Source: an optimization exercise on an open RTL-to-GDS flow (aim: small area and few clock cycles per item). Production flows keep margins and buffers that such runs may drop. Only simulation tests tie the RTL to the original design; equivalence was not proved. Power and IR drop assume default switching activity.

==> module sttk_back, before the edit <==
module sttk_back (
   input  logic               clock,
   input  logic               reset,
   input  logic               req_valid,
   output logic               req_ready,
   input  logic               req_operation,
   input  logic [READ_W-1:0]  req_read_index,
   input  logic [ENTRY_W-1:0] rec,
   output logic               rsp_valid,
   input  logic               rsp_ready,
   output logic               rsp_placed,
   output logic [PLACE_W-1:0] rsp_place_index,
   output logic [ENTRY_W-1:0] rd_data,
   output logic [FILL_W-1:0]  rsp_filled_count
);
   logic [ENTRY_W-1:0]     slot_ff [TABLE_DEPTH];
   logic [IDX_W-1:0]       ptr_ff  [TABLE_DEPTH];    
   logic [IDX_W-1:0]       ptr     [TABLE_DEPTH];    
   logic                   pend_ff;                  
   logic [TABLE_DEPTH-1:0] used_ff;
   logic [IDX_W-1:0]       rd_ff;
   logic                   rdv_ff;
   logic [CNT_W-1:0]       cnt_ff;
   logic                   valid_ff;
   logic                   placed_ff;
   logic [PLACE_W-1:0]     place_ff;
   logic [KEY_W-1:0]       key;
   logic [TABLE_DEPTH-1:0] above;    
   logic [TABLE_DEPTH-1:0] last;     
   logic [TABLE_DEPTH-1:0] sel;
   logic [CNT_W-1:0]       mark;
   logic [1:0]             c2 [8];
   logic [2:0]             c3 [4];
   logic [3:0]             c4 [2];
   logic [IDX_W-1:0]       rd_slot;
   logic                   take, placed, ins;
   function automatic logic key_gt(input logic [KEY_W-1:0] a, input logic [KEY_W-1:0] b);
      logic [31:0] g, p;
      g = '0;
      p = '1;
      for (int i = 0; i < KEY_W; i++) begin
         g[i] = a[i] & ~b[i];
         p[i] = a[i] | ~b[i];
      end
      for (int s = 1; s < 32; s = s * 2) begin
         for (int i = 0; i < 32; i += 2 * s) begin
            g[i + 2*s - 1] = g[i + 2*s - 1] | (p[i + 2*s - 1] & g[i + s - 1]);
            p[i + 2*s - 1] = p[i + 2*s - 1] & p[i + s - 1];
         end
      end
      key_gt = g[31];
   endfunction
   always_comb begin
      key = rec[KEY_LO +: KEY_W];
      for (int p = 0; p < TABLE_DEPTH; p++) begin
         above[p] = used_ff[p] && key_gt(slot_ff[p][KEY_LO +: KEY_W], key);
      end
      for (int i = 0; i < TABLE_DEPTH; i++) begin
         ptr[i] = ptr_ff[i];
         if (pend_ff) begin
            if (IDX_W'(i) == place_ff) begin
               ptr[i] = ptr_ff[TABLE_DEPTH-1];
            end else if (i > 0 && IDX_W'(i) > place_ff) begin
               ptr[i] = ptr_ff[i-1];
            end
         end
      end
      for (int p = 0; p < TABLE_DEPTH; p++) begin
         last[p] = (ptr[TABLE_DEPTH-1] == IDX_W'(p));
      end
      for (int p = 0; p < 8; p++) begin
         c2[p] = 2'(above[2*p]) + 2'(above[2*p+1]);
      end
      for (int p = 0; p < 4; p++) begin
         c3[p] = 3'(c2[2*p]) + 3'(c2[2*p+1]);
      end
      for (int p = 0; p < 2; p++) begin
         c4[p] = 4'(c3[2*p]) + 4'(c3[2*p+1]);
      end
      mark = CNT_W'(c4[0]) + CNT_W'(c4[1]);
      placed = |(last & ~above);
      req_ready = !valid_ff || rsp_ready;
      take      = req_valid && req_ready;
      ins       = take && !req_operation && placed;
      rd_slot   = ptr[req_read_index];
      for (int p = 0; p < TABLE_DEPTH; p++) begin
         sel[p] = rdv_ff && (rd_ff == IDX_W'(p));
      end
      rd_data = '0;
      for (int p = 0; p < TABLE_DEPTH; p++) begin
         rd_data = rd_data | ({ENTRY_W{sel[p]}} & slot_ff[p]);
      end
      rsp_valid        = valid_ff;
      rsp_placed       = placed_ff;
      rsp_place_index  = place_ff;
      rsp_filled_count = FILL_W'(cnt_ff);
   end
   always_ff @(posedge clock) begin
      if (reset) begin
         valid_ff <= 1'b0;
         pend_ff  <= 1'b0;
         cnt_ff   <= '0;
         used_ff  <= '0;
         for (int i = 0; i < TABLE_DEPTH; i++) begin
            ptr_ff[i] <= IDX_W'(i);
         end
      end else begin
         if (take) begin
            valid_ff <= 1'b1;
         end else if (rsp_ready) begin
            valid_ff <= 1'b0;
         end
         if (ins && (key != '0) && (cnt_ff != CNT_W'(TABLE_DEPTH))) begin
            cnt_ff <= cnt_ff + 1'b1;
         end
         pend_ff <= ins;
         for (int i = 0; i < TABLE_DEPTH; i++) begin
            ptr_ff[i] <= ptr[i];
         end
         if (ins) begin
            used_ff <= used_ff | last;
         end
      end
   end
   always_ff @(posedge clock) begin
      if (take) begin
         rd_ff     <= rd_slot;
         rdv_ff    <= req_operation && used_ff[rd_slot];
         placed_ff <= !req_operation && placed;
         place_ff  <= (!req_operation && placed) ? mark[PLACE_W-1:0] : '0;
      end
      for (int p = 0; p < TABLE_DEPTH; p++) begin
         if (take && !req_operation && last[p] && !above[p]) begin
            slot_ff[p] <= rec;
         end
      end
   end
endmodule
Settings: LEC_CHECK=0, CAP_MARGIN=20, CELL_PAD_IN_SITES_DETAIL_PLACEMENT=1, CORE_MARGIN=2, CORE_UTILIZATION=60, CTS_BUF_LIST=sky130_fd_sc_hd__clkbuf_16, CTS_CLUSTER_DIAMETER=60, CTS_CLUSTER_SIZE=30, PLACE_DENSITY=0.7, SLEW_MARGIN=20; clock period 7.0 ns.
standard.sh (not shown) runs the stock make flow with config.mk's settings and CLKGATE_MAP_FILE= SYNTH_SCRIPT=/design/flow/synth_recipe.tcl, a recipe that flattens the netlist after the stock synthesis.
==> flow/flow/run.sh <==
#!/bin/bash
# The standard layout, with two changes: the port buffers are the smallest buffer cell, and
# clock tree synthesis adds no dummy loads (its clustering settings as in config.mk).
set -euo pipefail
bash standard.sh \
  BUFFER_PORTS_ARGS="-buffer_cell sky130_fd_sc_hd__buf_1" \
  CTS_ARGS="-sink_clustering_enable -repair_clock_nets -dont_use_dummy_load -sink_clustering_size 30 -sink_clustering_max_diameter 60 -buf_list sky130_fd_sc_hd__clkbuf_16" \
  finish > standard_flow.log 2>&1
Testbench counts at the start, summed over its fixed seeds: cycles 20,035, items 16,000.
Then changed:
--- a/flow/design.v
+++ b/flow/design.v
@@ -142,9 +142,9 @@
       for (int p = 0; p < 2; p++) begin
          c4[p] = 4'(c3[2*p]) + 4'(c3[2*p+1]);
       end
       mark = CNT_W'(c4[0]) + CNT_W'(c4[1]);
-      placed = |(last & ~above);
+      placed = !(&above);
       req_ready = !valid_ff || rsp_ready;
       take      = req_valid && req_ready;
       ins       = take && !req_operation && placed;
       rd_slot   = ptr[req_read_index];
After rerunning: Core utilization went up by 0.55 points. Power is higher slightly. Sequential share of layout area falls by 0.72 points. Fmax went down by a few percent. Non-clock buffer count came out higher by 1. Routed wire length went down by a few percent. Clock-buffer cell count is higher by 7. Clock skew came out lower by 0.026 ns. Final cell count is about the same. Synthesized area came out higher slightly. Sequential power stays flat. Setup slack degrades by 0.46 ns.
Testbench counts after the change, summed over its fixed seeds: cycles 20,035, items 16,000.

## re-timing with driven ports
No port has a modelled driver above. Below, the same layouts with a new extraction and two added sets of constraints.
Step 1 assumes that a clkbuf_16 drives the clock port and a buf_2 every other input.
Step 2, shift: input delay + t, output delay - t, t = (earliest + latest rising clock arrival at the registers) / 2. This alone moves slack from input paths to output paths.
a / b / c = no drivers / after step 1 / after step 2; a / b = the first two.
run | t, ns | setup WS [ns] | worst setup path at the end | worst register clock-pin slew, ns | worst slew at a driven data input, ns
the first run | 0.877 | 0.719 / 0.775 / -0.102 | input to register | 0.12 / 0.12 | 0.20
the second run | 0.921 | 0.262 / 0.329 / -0.592 | input to register | 0.11 / 0.11 | 0.16
With both steps, setup timing fails in the first run and the second run, where it was met with ideal ports. The setup slack of the second run, which loses most, moves by +0.067 ns with the drivers and by -0.854 ns with both steps.
